Source: an optimization exercise on an open RTL-to-GDS flow (aim: small area). Production flows keep margins and buffers that such runs may drop. The RTL was checked by simulation tests, not by an equivalence proof against the original design. Power and IR drop assume default switching activity.

--- flow/config.mk ---
export PLATFORM = sky130hd
export DESIGN_NAME = video_top
export DESIGN_NICKNAME = video_top
export VERILOG_FILES = /design/flow/design.v
export SDC_FILE = /design/flow/constraint.sdc
export NUM_CORES = 4
export LEC_CHECK = 0
export CAP_MARGIN = 20
export CORE_MARGIN = 2
export CORE_UTILIZATION = 40
export SLEW_MARGIN = 20
--- flow/constraint.sdc ---
create_clock -name core_clock -period 10.0 [get_ports {clk}]
set_input_delay 2.0000 -clock core_clock [delete_from_list [all_inputs] [get_ports {clk}]]
set_output_delay 2.0000 -clock core_clock [all_outputs]
set_load 0.01 [all_outputs]
--- flow/design.v ---
`default_nettype none
package video_timing_pkg;
    typedef logic [8:0] hcnt_t;
    typedef logic [8:0] vcnt_t;
    typedef struct packed {
        logic hs;
        logic vs;
        logic hb;
        logic vb;
    } sync_t;
endpackage
`default_nettype wire
`default_nettype none
package video_regs_pkg;
    typedef logic [15:0] vram_addr_t;
    typedef logic [11:0] rom_addr_t;
    typedef logic [11:0] color_t;
    typedef logic [7:0]  pxl_t;
    typedef struct packed {
        logic        cs;
        logic [3:0]  addr;
        logic [1:0]  dsn;
        logic [15:0] dout;
    } cpu_bus_t;
    typedef struct packed {
        logic [6:0] hpos;
        logic [6:0] vpos;
        vram_addr_t vram_base;
        logic       layer_en;
        color_t     bg_color;
    } video_regs_t;
    typedef struct packed {
        logic       we;
        logic [7:0] addr;
        color_t     data;
    } pal_wr_t;
endpackage
`default_nettype wire
`timescale 1ns/1ps
`default_nettype none
module video_timing (
    input  wire   clk,
    input  wire   rst_n,
    input  wire   pxl_cen,
    output video_timing_pkg::hcnt_t hdump,
    output video_timing_pkg::vcnt_t vdump,
    output video_timing_pkg::vcnt_t vrender,
    output logic  line_start,
    output logic  frame,
    output video_timing_pkg::sync_t sync
);
    logic  h_wrap, v_wrap;
    video_timing_pkg::hcnt_t h_next;
    video_timing_pkg::vcnt_t v_next;
    assign h_wrap = hdump == 9'(80 - 1);
    assign v_wrap = vdump == 9'(40 - 1);
    assign h_next = h_wrap ? '0 : hdump + 1'b1;
    assign v_next = v_wrap ? '0 : vdump + 1'b1;
    always_ff @(posedge clk) begin
        if (!rst_n) begin
            hdump      <= '0;
            vdump      <= '0;
            vrender    <= 9'(1);
            line_start <= 1'b0;
            frame      <= 1'b0;
            sync       <= '0;
        end else begin
            line_start <= 1'b0;
            if (pxl_cen) begin
                hdump      <= h_next;
                sync.hb    <= h_next >= 9'(64);
                sync.hs    <= h_next >= 9'(68) && h_next < 9'(72);
                line_start <= h_wrap;
                if (h_wrap) begin
                    vdump   <= v_next;
                    vrender <= (v_next == 9'(40 - 1)) ? '0 : v_next + 1'b1;
                    sync.vb <= v_next >= 9'(32);
                    sync.vs <= v_next >= 9'(34) && v_next < 9'(36);
                    if (v_wrap) begin
                        frame <= ~frame;
                    end
                end
            end
        end
    end
endmodule
`default_nettype wire
`timescale 1ns/1ps
`default_nettype none
module video_mmr (
    input  wire         clk,
    input  wire         rst_n,
    input               video_regs_pkg::cpu_bus_t cpu,
    output logic [15:0] mmr_dout,
    output video_regs_pkg::video_regs_t regs,
    output video_regs_pkg::pal_wr_t     pal_wr
);
    localparam logic [3:0] A_HPOS     = 4'd0;
    localparam logic [3:0] A_VPOS     = 4'd1;
    localparam logic [3:0] A_BASE     = 4'd2;
    localparam logic [3:0] A_ENABLE   = 4'd3;
    localparam logic [3:0] A_BGCOLOR  = 4'd4;
    localparam logic [3:0] A_PAL_PTR  = 4'd5;
    localparam logic [3:0] A_PAL_DATA = 4'd6;
    logic [7:0]  pal_ptr;
    logic        wr;
    logic [15:0] merged;
    always_comb begin
        case (cpu.addr)
            A_HPOS:    mmr_dout = {9'd0, regs.hpos};
            A_VPOS:    mmr_dout = {9'd0, regs.vpos};
            A_BASE:    mmr_dout = regs.vram_base;
            A_ENABLE:  mmr_dout = {15'd0, regs.layer_en};
            A_BGCOLOR: mmr_dout = {4'd0, regs.bg_color};
            A_PAL_PTR: mmr_dout = {8'd0, pal_ptr};
            default:   mmr_dout = '0;
        endcase
    end
    assign wr     = cpu.cs && (cpu.dsn != 2'b11);
    assign merged = {cpu.dsn[1] ? mmr_dout[15:8] : cpu.dout[15:8],
                     cpu.dsn[0] ? mmr_dout[7:0]  : cpu.dout[7:0]};
    always_ff @(posedge clk) begin
        if (!rst_n) begin
            regs    <= '0;
            pal_ptr <= '0;
            pal_wr  <= '0;
        end else begin
            pal_wr.we <= 1'b0;
            if (wr) begin
                case (cpu.addr)
                    A_HPOS:    regs.hpos      <= merged[6:0];
                    A_VPOS:    regs.vpos      <= merged[6:0];
                    A_BASE:    regs.vram_base <= merged;
                    A_ENABLE:  regs.layer_en  <= merged[0];
                    A_BGCOLOR: regs.bg_color  <= merged[11:0];
                    A_PAL_PTR: pal_ptr        <= merged[7:0];
                    A_PAL_DATA: begin
                        pal_wr.we   <= 1'b1;
                        pal_wr.addr <= pal_ptr;
                        pal_wr.data <= merged[11:0];
                        pal_ptr     <= pal_ptr + 1'b1;
                    end
                    default: ;
                endcase
            end
        end
    end
endmodule
`default_nettype wire
`timescale 1ns/1ps
`default_nettype none
module video_scroll (
    input  wire         clk,
    input  wire         rst_n,
    input  wire         pxl_cen,
    input  wire         line_start,
    input               video_timing_pkg::hcnt_t hdump,
    input               video_timing_pkg::vcnt_t vrender,
    input               video_regs_pkg::video_regs_t regs,
    output video_regs_pkg::vram_addr_t  vram_addr,
    output logic        vram_cs,
    input  wire  [15:0] vram_data,
    input  wire         vram_ok,
    output video_regs_pkg::rom_addr_t   rom_addr,
    output logic        rom_cs,
    input  wire  [31:0] rom_data,
    input  wire         rom_ok,
    output video_regs_pkg::pxl_t        pxl
);
    typedef enum logic [1:0] {IDLE, MAP, ROW, WRITE} fetch_st_t;
    fetch_st_t  st;
    logic       front;
    logic [3:0] tile_cnt;
    logic [6:0] hpos_l;
    logic [6:0] ypos_l;
    video_regs_pkg::vram_addr_t base_l;
    logic [3:0] map_col, map_row;
    video_regs_pkg::vram_addr_t map_addr;
    logic [3:0] pal_bank;
    logic [31:0] row_data;
    logic [6:0] rd_pos;
    logic [63:0] rd_word;
    logic [63:0] line_buf [0:31];
    logic [63:0] packed_row;
    always_comb begin
        for (int k = 0; k < 8; k++) begin
            packed_row[k*8 +: 8] = {pal_bank, row_data[28-4*k +: 4]};
        end
    end
    assign map_col  = 4'((hpos_l[6:3] + tile_cnt) % 16);
    assign map_row  = 4'(ypos_l[6:3] % 16);
    assign map_addr = base_l + 16'(map_row) * 16 + 16'(map_col);
    always_ff @(posedge clk) begin
        if (!rst_n) begin
            st       <= IDLE;
            front    <= 1'b0;
            tile_cnt <= '0;
            hpos_l   <= '0;
            ypos_l   <= '0;
            base_l   <= '0;
            vram_cs  <= 1'b0;
            rom_cs   <= 1'b0;
        end else if (line_start) begin
            st       <= MAP;
            front    <= ~front;
            tile_cnt <= '0;
            hpos_l   <= regs.hpos;
            ypos_l   <= vrender[6:0] + regs.vpos;
            base_l   <= regs.vram_base;
            vram_cs  <= 1'b0;
            rom_cs   <= 1'b0;
        end else begin
            case (st)
                MAP: begin
                    if (!vram_cs) begin
                        vram_cs <= 1'b1;
                    end else if (vram_ok) begin
                        vram_cs <= 1'b0;
                        rom_cs  <= 1'b1;
                        st      <= ROW;
                    end
                end
                ROW: begin
                    if (rom_ok) begin
                        rom_cs <= 1'b0;
                        st     <= WRITE;
                    end
                end
                WRITE: begin
                    tile_cnt <= tile_cnt + 1'b1;
                    st <= (tile_cnt == 4'(9 - 1)) ? IDLE : MAP;
                end
                default: ;
            endcase
        end
    end
    always_ff @(posedge clk) begin
        if (st == MAP && !vram_cs) begin
            vram_addr <= map_addr;
        end
        if (vram_cs && vram_ok) begin
            pal_bank <= vram_data[11:8];
            rom_addr <= {1'b0, vram_data[7:0], ypos_l[2:0]};
        end
        if (rom_cs && rom_ok) begin
            row_data <= rom_data;
        end
        if (st == WRITE) begin
            line_buf[{~front, tile_cnt}] <= packed_row;
        end
    end
    assign rd_pos  = hdump[6:0] + {4'd0, hpos_l[2:0]};
    assign rd_word = line_buf[{front, rd_pos[6:3]}];
    always_ff @(posedge clk) begin
        if (pxl_cen) begin
            pxl <= rd_word[rd_pos[2:0]*8 +: 8];
        end
    end
endmodule
`default_nettype wire
`timescale 1ns/1ps
`default_nettype none
module video_colmix (
    input  wire        clk,
    input  wire        rst_n,
    input  wire        pxl_cen,
    input              video_timing_pkg::sync_t sync,
    input  wire        layer_en,
    input  wire [11:0] bg_color,
    input              video_regs_pkg::pal_wr_t pal_wr,
    input              video_regs_pkg::pxl_t pxl,
    output logic [7:0] red,
    output logic [7:0] green,
    output logic [7:0] blue,
    output logic       LHBL_dly,
    output logic       LVBL_dly
);
    video_regs_pkg::color_t pal_ram [0:255];
    video_regs_pkg::color_t col;
    logic   visible;
    logic [2-1:0] lhbl_sr, lvbl_sr;
    always_ff @(posedge clk) begin
        if (pal_wr.we) begin
            pal_ram[pal_wr.addr] <= pal_wr.data;
        end
    end
    assign col = (!layer_en || pxl[3:0] == 4'd0) ? bg_color : pal_ram[pxl];
    always_ff @(posedge clk) begin
        if (!rst_n) begin
            lhbl_sr <= '0;
            lvbl_sr <= '0;
        end else if (pxl_cen) begin
            lhbl_sr <= {lhbl_sr[2-2:0], ~sync.hb};
            lvbl_sr <= {lvbl_sr[2-2:0], ~sync.vb};
        end
    end
    assign visible = lhbl_sr[2-2] & lvbl_sr[2-2];
    always_ff @(posedge clk) begin
        if (pxl_cen) begin
            red   <= visible ? {2{col[11:8]}} : 8'd0;
            green <= visible ? {2{col[7:4]}}  : 8'd0;
            blue  <= visible ? {2{col[3:0]}}  : 8'd0;
        end
    end
    assign LHBL_dly = lhbl_sr[2-1];
    assign LVBL_dly = lvbl_sr[2-1];
endmodule
`default_nettype wire
`timescale 1ns/1ps
`default_nettype none
module video_top (
    input  wire        clk,
    input  wire        rst_n,
    input  wire        pxl_cen,
    input  wire        cpu_cs,
    input  wire [3:0]  cpu_addr,
    input  wire [1:0]  cpu_dsn,
    input  wire [15:0] cpu_dout,
    output wire [15:0] mmr_dout,
    output wire [15:0] vram_addr,
    output wire        vram_cs,
    input  wire [15:0] vram_data,
    input  wire        vram_ok,
    output wire [11:0] rom_addr,
    output wire        rom_cs,
    input  wire [31:0] rom_data,
    input  wire        rom_ok,
    output wire        HS,
    output wire        VS,
    output wire        HB,
    output wire        VB,
    output wire        LHBL_dly,
    output wire        LVBL_dly,
    output wire [7:0]  red,
    output wire [7:0]  green,
    output wire [7:0]  blue,
    output wire [8:0]  hdump,
    output wire [8:0]  vdump,
    output wire        frame
);
    video_timing_pkg::vcnt_t       vrender;
    logic        line_start;
    video_timing_pkg::sync_t       sync;
    video_regs_pkg::video_regs_t regs;
    video_regs_pkg::pal_wr_t     pal_wr;
    video_regs_pkg::pxl_t        pxl;
    video_regs_pkg::cpu_bus_t    cpu;
    assign cpu = {cpu_cs, cpu_addr, cpu_dsn, cpu_dout};
    assign HS = sync.hs;
    assign VS = sync.vs;
    assign HB = sync.hb;
    assign VB = sync.vb;
    video_timing u_timing (
        .clk        ( clk        ),
        .rst_n      ( rst_n      ),
        .pxl_cen    ( pxl_cen    ),
        .hdump      ( hdump      ),
        .vdump      ( vdump      ),
        .vrender    ( vrender    ),
        .line_start ( line_start ),
        .frame      ( frame      ),
        .sync       ( sync       )
    );
    video_mmr u_mmr (
        .clk      ( clk      ),
        .rst_n    ( rst_n    ),
        .cpu      ( cpu      ),
        .mmr_dout ( mmr_dout ),
        .regs     ( regs     ),
        .pal_wr   ( pal_wr   )
    );
    video_scroll u_scroll (
        .clk        ( clk        ),
        .rst_n      ( rst_n      ),
        .pxl_cen    ( pxl_cen    ),
        .line_start ( line_start ),
        .hdump      ( hdump      ),
        .vrender    ( vrender    ),
        .regs       ( regs       ),
        .vram_addr  ( vram_addr  ),
        .vram_cs    ( vram_cs    ),
        .vram_data  ( vram_data  ),
        .vram_ok    ( vram_ok    ),
        .rom_addr   ( rom_addr   ),
        .rom_cs     ( rom_cs     ),
        .rom_data   ( rom_data   ),
        .rom_ok     ( rom_ok     ),
        .pxl        ( pxl        )
    );
    video_colmix u_colmix (
        .clk      ( clk           ),
        .rst_n    ( rst_n         ),
        .pxl_cen  ( pxl_cen       ),
        .sync     ( sync          ),
        .layer_en ( regs.layer_en ),
        .bg_color ( regs.bg_color ),
        .pal_wr   ( pal_wr        ),
        .pxl      ( pxl           ),
        .red      ( red           ),
        .green    ( green         ),
        .blue     ( blue          ),
        .LHBL_dly ( LHBL_dly      ),
        .LVBL_dly ( LVBL_dly      )
    );
endmodule
`default_nettype wire
--- flow/run.sh ---
#!/bin/bash
# synth_recipe.tcl (not shown) runs the flow's synth.tcl, then flattens the netlist and writes it again
# the make line also repeats each setting of config.mk as NAME=value (left out here)
make -C /OpenROAD-flow-scripts/flow DESIGN_CONFIG=/design/flow/config.mk WORK_HOME=/design/flow/orfs CLKGATE_MAP_FILE= SYNTH_SCRIPT=/design/flow/synth_recipe.tcl finish
==> reports/metrics.yaml <==
synth_compound_gate_area_share_pct: 2.56
met2WireLength_um: 225000
synth.distinct_cells: 90
area_growth_pct: 13.7
critical_path.endpoint_type: "primary output"
power.internal_mw: 30.0
std_cell_rows: 242
timing.critical_path.required_ns: 8.00
floorplan.io_pins: 171
maxSlewViolCount: 0
detail_route.vias_per_cell: 5.82
route.met3.wl_um: 32200
root_buffer_cell: "sky130_fd_sc_hd__clkbuf_16"
seq_area_frac_synth_pct: 75.8
final_net_count: 8803
report.final.setup_viol: 0
finClkSkew_ns: 0.0433
floorplan.die_area_sq_um: 442000
cts_made_buffers: 436
chipHeight_um: 665
vias: 86100
relSlewSlack_pct: 14.9
slowest_delay_ns: 0.80
drt_iter0_drc: 9868
worstSetupPathType: "input pin to primary output"
post_cts.repair.setup_buffers: 0
critPathLaunchType: "input pin"
tns_ns: 0
cts_tree: "yes"
netlist_area_sq_um: 175000
synth_area_leaders: "sky130_fd_sc_hd__edfxtp_1, sky130_fd_sc_hd__mux4_2, sky130_fd_sc_hd__dfxtp_1"
core_sq_um: 435000
die_w_um: 665
dp_hpwl_um: 263000
initial_utilization_pct: 40.2
max-clock-path-buffers: 4
drc: 0
synth.largest_area_cell: "sky130_fd_sc_hd__edfxtp_1"
detailedPlace.worstSlack_ns: 3.39
via_count_of_the_first_global_routing_pass: 87000
seq_power_share_pct: 53.5
globalRouteOverflowTotal: 0
outcome: "timing/DRC/antenna clean"
number_of_cells_on_the_worst_hold_path: 0
cp.arrival_ns: 4.69
highest-signal-layer: "met5"
mappedNetlistNets: 8445
max_cap_viol_count: 0
synth-seq-cells: 4461
gr-usage-all-layers_pct: 20.1
insertion_delay_ns: 0.99
dominantRegCellSynth: "sky130_fd_sc_hd__edfxtp_1"
mostFrequentLayoutCells: "sky130_fd_sc_hd__edfxtp_1, sky130_fd_sc_hd__mux4_2, sky130_fd_sc_hd__clkbuf_16"
pin_count_of_the_biggest_net_entering_global_routing: 229
final_antenna_net_count: 0
worst_hold_path_type: "register to register"
vdd_drop_max_uv: 165
final-hold-violation-count: 0
clk_pin_slew_worst_paths_ns: 0.06
worst_slew_pin_slew_ns: 1.28
cpMaxStageDelayCell: "sky130_fd_sc_hd__nor2b_1"
routabilityCongestion: 0.830
m1WireLength_um: 179000
main_combinational_cell_family_by_area_after_synthesis: "multiplexers"
pwr-share-comb_pct: 3.6
timing.final.ws_setup_ns: 3.31
adder_cell_area_share_of_the_yosys_netlist_pct: 0.246
resize_count_post_cts: 0
post_synth_and_or_nand_nor_area_fraction_pct: 3.14
routed_wl_um: 453000
grt_antenna_before_repair: 16
cp_max_fo: 13
fraction_of_synthesized_cell_area_taken_by_the_top_area_cell_type_pct: 74.0
wl_per_cell_um: 30.6
power_leakage_nw: 53.4
post_cts_hold_buffer_count: 0
drive_above_1_share_pct: 26.6
critical_path.cell_chain: "clkdlybuf4s50_1 -> nor3b_1 -> nor2b_1 -> nand2_1 -> nand3_1 -> clkdlybuf4s50_1"
power.density_nw_per_um2: 190
clock_power_share_pct: 42.8
detail_route.first_pass.iterations: 8
worst_r2r_path_depth: 12
yosys.area_share.xor_xnor_pct: 0.220
rsz0062_at_grt: "no"
cts_max_level: 5
synth.yosys.warnings: 4
total_switching_power_mw: 7.90
achievable-frequency_mhz: 150
power_switching_share_pct: 20.9
path_buf_inv: 2
async_flop_share_pct: 0
min_period_over_period_pct: 66.9
cts_num_sinks: 4461
synth.mux.area_fraction_pct: 16.8
crit_cells: 6
worst_path_most_repeated_cell: "sky130_fd_sc_hd__clkdlybuf4s50_1"
timing.final.crit_period_ns: 6.69
layout.cells.most_common: "sky130_fd_sc_hd__edfxtp_1"
io_buffers: 165
syn_avg_cell_area_sq_um: 21.0
first_pass_grt_wire_length_um: 645000
gate_family_responsible_for_the_most_delay_along_the_worst_path: "simple AND/OR/NAND/NOR gates"
syn_inst_count: 8337
synth_edf_count: 4307
## worst paths after layout
kind	startpoint	slack, ns	end
min reg2reg	u_scroll.ypos_l[2]	0.43	u_scroll.rom_addr[2]
min	u_scroll.ypos_l[2]	0.43	u_scroll.rom_addr[2]
max	cpu_addr[0]	3.31	mmr_dout[5]
max reg2reg	u_timing.hdump[2]	4.14	u_scroll.pxl[2]
## through the flow
| step | power [mW] | std cells | area (sq um) | hold WS (ns) | utilization (%) |
|---|---|---|---|---|---|
| after floorplan | 21.6 | 8337 | 175000 | 0.408 | - |
| final | 37.9 | 14800 | 199000 | 0.429 | 45.7 |
| after global placement | 22.1 | 14000 | 184000 | 0.413 | 42.3 |
| after CTS | 38.2 | 14800 | 198000 | 0.425 | 45.6 |
| after detailed placement | 22.1 | 14000 | 184000 | 0.416 | 42.4 |
| after global routing | 38.9 | 14800 | 199000 | 0.440 | 45.7 |
## power by group through the flow
stage               clock network, mW  logic (mW)  registers [mW]
global route                     17.2        1.45            20.3
detailed placement                  0        1.41            20.7
CTS                              16.5        1.41            20.3
finish                           16.2        1.37            20.3
floorplan                           0        1.00            20.6
global placement                    0        1.40            20.7
## kinds of logic (layout without fill, tap and decap cells)
logic type / after synthesis / count (layout)
flip-flops: 4461 / 4461
XOR/XNOR: 44 / 44
buffers and inverters: 527 / 1253
adder cells (fa/ha/maj): 32 / 32
AO/OA/AOI/OAI: 632 / 632
other: 1 / 6
multiplexers: 1427 / 1427
AND/OR/NAND/NOR: 1213 / 1213
## routing by layer
layer / vias to the layer above / GRT usage (%)
li1: 35500 / -
met1: 46200 / 26.8
met2: 3621 / 33.7
met3: 765 / 3.25
met4: 2 / 6.69
met5: - / 0
## worst reg2reg max path, stage by stage (launching register included)
cell                      delay, ns
sky130_fd_sc_hd__dfxtp_1       0.54
sky130_fd_sc_hd__ha_1          0.51
sky130_fd_sc_hd__a211o_1       0.17
sky130_fd_sc_hd__buf_4         0.34
sky130_fd_sc_hd__nand2_4       0.30
sky130_fd_sc_hd__nand2_8       0.71
sky130_fd_sc_hd__buf_4         0.74
sky130_fd_sc_hd__mux4_2        0.64
sky130_fd_sc_hd__nand3_1       0.11
sky130_fd_sc_hd__nand4_1       0.16
sky130_fd_sc_hd__o31ai_1       0.34
sky130_fd_sc_hd__nor4b_1       0.90
sky130_fd_sc_hd__nand2_1       0.10
## registers in the layout, indices dropped and copies added, names as in the netlist, 7 cells and up, named ones only
name	cells
u_colmix.pal_ram	3072
u_scroll.line_buf	1152
u_mmr.regs	43
u_scroll.row_data	32
u_mmr.pal_wr	21
u_scroll.base_l	16
u_scroll.vram_addr	16
u_scroll.rom_addr	11
u_timing.hdump	9
u_timing.vdump	9
u_mmr.pal_ptr	8
u_scroll.pxl	8
u_scroll.hpos_l	7
u_scroll.ypos_l	7
u_timing.vrender	7
## layout make-up
cell class / count / area, sq um
flip-flops and latches: 4461 / 132000
well taps: 5734 / 7170
clock inverters: 280 / 2610
fillers: 36000 / 236000
inverters: 33 / 124
multi-input cells: 3349 / 41000
diodes: 5 / 12.5
repair buffers: 414 / 3940
clock buffers: 526 / 11400
## synth_stat cells, drive strengths merged, types with 7 or more instances
master / instances
edfxtp: 4307
mux4: 1201
nand2: 406
nor2: 396
clkbuf: 296
buf: 198
mux2i: 166
dfxtp: 154
a21oi: 117
o21ai: 95
nand3: 93
a21boi: 70
nor3: 67
mux2: 60
nor2b: 58
a22oi: 56
a211oi: 50
and3: 46
a221oi: 37
and2: 31
inv: 31
nand4: 31
ha: 28
o211ai: 26
a2111oi: 25
xnor2: 24
a31oi: 21
xor2: 20
a311oi: 15
nand2b: 15
nor4: 15
a22o: 11
or4: 10
a21o: 9
o22ai: 9
a32oi: 8
nor3b: 8
o2111ai: 8
or2: 8
or3: 8
o211a: 7
o31a: 7

==> port drivers added, routing unchanged <==
The flow's constraints put no driver on any port. The routed layout listed below was extracted and timed again, unchanged, in two steps. Step 1: set_driving_cell puts a clkbuf_16 on clk and a buf_2 on each other input, an assumption about the parent block. Step 2, shift: input delay + t, output delay - t, t = (earliest + latest rising clock arrival at the registers) / 2. This alone moves slack from input paths to output paths. a / b / c = ideal / step 1 / step 2; a / b = the first two.
shift t [ns]: 1.079
setup WS [ns]: 3.312 / 3.273 / 3.273
worst hold slack (ns): 0.429 / 0.429 / 0.429
worst register clock-pin slew, ns: 0.07 / 0.07
cell pins on the clock port's net: 1
After both steps setup and hold are still met in this run. The setup slack of this run moves by -0.039 ns with the drivers and by -0.039 ns with both steps.
